Background: an optimization exercise with open tools, aiming at small area and a short achievable clock period. Do not read the settings as production practice.
RTL that was checked went through simulation tests only; none was proved equivalent to the original.
Power figures rest on the tool's default switching activity, not on a simulated workload.

==> job 451: inputs <==
// sa_top
module sa_top
(
    input  logic        clk,
    input  logic        arst_n_i,
    input  logic        psel,
    input  logic        penable,
    input  logic        pwrite,
    input  logic [11:0] paddr,
    input  logic [31:0] pwdata,
    output logic [31:0] prdata,
    output logic        pready,
    output logic        pslverr
);
Settings: LEC_CHECK=0, CAP_MARGIN=20, CORE_MARGIN=2, CORE_UTILIZATION=40, SLEW_MARGIN=20; clock period 10.0 ns.
standard.sh (not shown) runs the stock make flow with config.mk's settings and CLKGATE_MAP_FILE= SYNTH_SCRIPT=/design/flow/synth_recipe.tcl, a recipe that flattens the netlist after the stock synthesis.
==> flow/flow/run.sh <==
#!/bin/bash
# Standard ORFS layout, with port buffers that can drive, free cell sizing and
# a setup margin that makes repair_timing work below the 10 ns clock.
set -e
export BUFFER_PORTS_ARGS="-buffer_cell sky130_fd_sc_hd__buf_4"
bash standard.sh MATCH_CELL_FOOTPRINT=0 SETUP_SLACK_MARGIN=6.8 finish > standard.log 2>&1
==> inputs of job 9525, as changes to job 451 <==
--- a/flow/design.v
+++ b/flow/design.v
@@ -328,59 +328,55 @@
     logic [2*8-1:0]  b_op_q;
     logic            mul_act_q;
     logic [3:0]     len_q;
     logic           done_q;
     logic           cvalid_q;
     logic           phase_q;
     logic           sel_act_q;
     logic           add_act_q;
+    logic           add_clr_q;
     logic [3:0]     mstep_q;
     logic           busy;
     assign busy = sel_act_q | mul_act_q | add_act_q;
     logic       setup;
     logic       hit_ctrl, hit_status, hit_len, hit_a, hit_b, hit_c, mapped;
     logic       len_ok;
     logic       err;
     logic [4:0] idx;
     logic [7:0] ab_word;
     logic [CW-1:0] c_word;
     logic [CW-1:0] rdata;
-    logic          mul_clr_q;
     assign setup      = psel & ~penable;
     assign hit_ctrl   = paddr == 12'h000;
     assign hit_status = paddr == 12'h004;
     assign hit_len    = paddr == 12'h008;
     assign hit_a      = (paddr[11:7] == 5'b00010) & (paddr[1:0] == 2'b00);
     assign hit_b      = (paddr[11:7] == 5'b00100) & (paddr[1:0] == 2'b00);
     assign hit_c      = (paddr[11:6] == 6'b001100) & (paddr[1:0] == 2'b00);
     assign mapped     = hit_ctrl | hit_status | hit_len | hit_a | hit_b | hit_c;
     assign idx        = paddr[6:2];
     assign len_ok     = (pwdata[31:4] == 28'd0) & (pwdata[3:0] != 4'd0) & (pwdata[3:0] <= 4'd8);
     assign err = ~mapped
                | (pwrite & busy & (hit_a | hit_b | hit_len))
                | (pwrite & hit_len & ~len_ok)
                | (pwrite & hit_ctrl & pwdata[0] & busy);
-    logic [3:0]      c_sel;
-    logic [16*CW-1:0] c_all;
-    logic [5:0]      ab_sel;
-    logic [64*8-1:0] ab_all;
-    assign c_sel   = {paddr[5:4], paddr[2], ~(paddr[3] ^ phase_q)};
-    assign c_all   = {r1_q[7*CW +: CW], r0_q[7*CW +: CW], r1_q[6*CW +: CW], r0_q[6*CW +: CW],
-                      r1_q[5*CW +: CW], r0_q[5*CW +: CW], r1_q[4*CW +: CW], r0_q[4*CW +: CW],
-                      r1_q[3*CW +: CW], r0_q[3*CW +: CW], r1_q[2*CW +: CW], r0_q[2*CW +: CW],
-                      r1_q[1*CW +: CW], r0_q[1*CW +: CW], r1_q[0*CW +: CW], r0_q[0*CW +: CW]};
-    assign c_word  = c_all[c_sel*CW +: CW];
-    assign ab_sel  = {paddr[9], idx};
-    assign ab_all  = {b_q, a_q};
-    assign ab_word = ab_all[ab_sel*8 +: 8];
-    assign rdata = ({CW{hit_a | hit_b}} & {{(CW-8){ab_word[7]}}, ab_word})
-                 | ({CW{hit_c & cvalid_q}} & c_word)
-                 | ({CW{hit_status}} & {{(CW-2){1'b0}}, done_q, busy})
-                 | ({CW{hit_len}} & {{(CW-4){1'b0}}, len_q});
+    logic [2:0] c_mac;
+    logic       c_in_r1;
+    assign c_mac   = {paddr[5:4], paddr[2]};
+    assign c_in_r1 = paddr[3] == phase_q;
+    assign c_word  = c_in_r1 ? r1_q[c_mac*CW +: CW] : r0_q[c_mac*CW +: CW];
+    assign ab_word = hit_a ? a_q[idx*8 +: 8] : b_q[idx*8 +: 8];
+    always_comb begin
+        rdata = '0;
+        if (hit_status) rdata[1:0] = {done_q, busy};
+        if (hit_len)    rdata[3:0] = len_q;
+        if (hit_a | hit_b) rdata = {{(CW-8){ab_word[7]}}, ab_word};
+        if (hit_c & cvalid_q) rdata = c_word;
+    end
     logic [CW-1:0] rdata_q;
     logic          err_q;
     logic          we_a_q, we_b_q, we_len_q, start_q;
     logic [4:0]    idx_q;
     always_ff @(posedge clk) begin
         rdata_q <= rdata;
         err_q   <= err;
         idx_q   <= idx;
@@ -411,36 +407,39 @@
         if (!arst_n_i) begin
             len_q     <= 4'd1;
             done_q    <= 1'b0;
             cvalid_q  <= 1'b0;
             phase_q   <= 1'b0;
             sel_act_q <= 1'b0;
             mul_act_q <= 1'b0;
             add_act_q <= 1'b0;
+            add_clr_q <= 1'b0;
             mstep_q   <= 4'd0;
         end else begin
             phase_q   <= ~phase_q;
             mul_act_q <= sel_act_q;
             add_act_q <= mul_act_q;
+            add_clr_q <= mul_clr_q;
             if (we_len_q) len_q <= pwdata[3:0];
             if (start_q) begin
                 sel_act_q <= 1'b1;
                 mstep_q   <= 4'd0;
                 done_q    <= 1'b0;
                 cvalid_q  <= 1'b1;
             end else begin
                 if (sel_act_q) begin
                     mstep_q <= mstep_q + 4'd1;
                     if (mstep_q == {len_q[2:0] - 3'd1, 1'b1}) sel_act_q <= 1'b0;
                 end
                 if (add_act_q & ~mul_act_q) done_q <= 1'b1;
             end
         end
     end
+    logic mul_clr_q;
     always_ff @(posedge clk or negedge arst_n_i) begin
         if (!arst_n_i) mul_clr_q <= 1'b0;
         else           mul_clr_q <= sel_act_q & (mstep_q[3:1] == 3'd0);
     end
     logic [2:0]      k;
     logic            s_sel;
     logic [4*8-1:0]  a_op;
     logic [2*8-1:0]  b_op;
@@ -464,23 +463,20 @@
                     .a (a_op_q[gh*8 +: 8]),
                     .b (b_op_q[gj*8 +: 8]),
                     .x (px[(gh*2+gj)*CW +: CW]),
                     .y (py[(gh*2+gj)*CW +: CW])
                 );
             end
         end
     endgenerate
-    logic [8*CW-1:0] acc_s;
-    logic [8*CW-1:0] acc_c;
-    assign acc_s = r1_q ^ x_q ^ y_q;
-    assign acc_c = (r1_q & x_q) | (r1_q & y_q) | (x_q & y_q);
     always_ff @(posedge clk) begin
         a_op_q <= a_op;
         b_op_q <= b_op;
         x_q    <= px;
         y_q    <= py;
         for (int m = 0; m < 8; m++) begin
-            r0_q[m*CW +: CW] <= acc_s[m*CW +: CW] + {acc_c[m*CW +: CW-1], 1'b0};
+            r0_q[m*CW +: CW] <= (add_clr_q ? CW'(0) : r1_q[m*CW +: CW])
+                              + x_q[m*CW +: CW] + y_q[m*CW +: CW];
         end
-        r1_q <= mul_clr_q ? '0 : r0_q;
+        r1_q <= r0_q;
     end
 endmodule
==> flow/run.sh (new file) <==
#!/bin/bash
# synth_recipe.tcl (not shown) runs the flow's synth.tcl, then flattens the netlist and writes it again
# the make line also repeats each setting of config.mk as NAME=value (left out here)
make -C /OpenROAD-flow-scripts/flow DESIGN_CONFIG=/design/flow/config.mk WORK_HOME=/design/flow/orfs CLKGATE_MAP_FILE= SYNTH_SCRIPT=/design/flow/synth_recipe.tcl finish
removed: flow/flow/run.sh
removed: flow/standard.sh
==> summary of the runs <==
Between job 9525 and job 451, the lower core utilization is in job 9525 (gap 1.1 points). In job 451 the worst setup slack is higher than in job 9525, by 2.3 ns. Combinational power: job 9525 is smaller than job 451 (about 7%). Between job 9525 and job 451, the lower sequential share of layout area is in job 451 (gap 0.92 points). Of job 451 and job 9525, job 9525 has the higher count of clock-buffer cells in the layout (gap 1). Between job 9525 and job 451, the lower global-route usage is in job 9525 (gap 0.13 points). Total power: job 451 is larger than job 9525 (about 2.2%). Die area is about the same in job 9525 and job 451.
For job 451, only the layout was checked, not whether the RTL still works.

## port drivers added, routing unchanged
The results above use ideal ports. As a check the final layouts listed here were re-extracted and re-timed, cells and wires unchanged. Step 1 (the two cells are an assumption about what drives the block):
set clk [get_ports {clk}]
set_driving_cell -lib_cell sky130_fd_sc_hd__clkbuf_16 $clk
set_driving_cell -lib_cell sky130_fd_sc_hd__buf_2 [delete_from_list [all_inputs] $clk]
Step 2 moves the port delays by t, midway between the first and last clock arrival at a register: inputs arrive t later, outputs are due t later. That takes back most of the time a late clock gives input paths. Three values: no drivers, after step 1, after step 2; two values: the first two.
run | t, ns | setup WS [ns] | worst setup path after step 2 | pins driven straight from the clock port
job 451 | 0.819 | 6.606 / 6.340 / 5.521 | input to register | 1
job 9525 | 0.805 | 4.340 / 4.396 / 3.591 | input to register | 1
After both steps setup and hold are still met in every run listed. For job 451, which loses most, drivers alone change the setup slack by -0.266 ns; drivers and shift together by -1.085 ns.
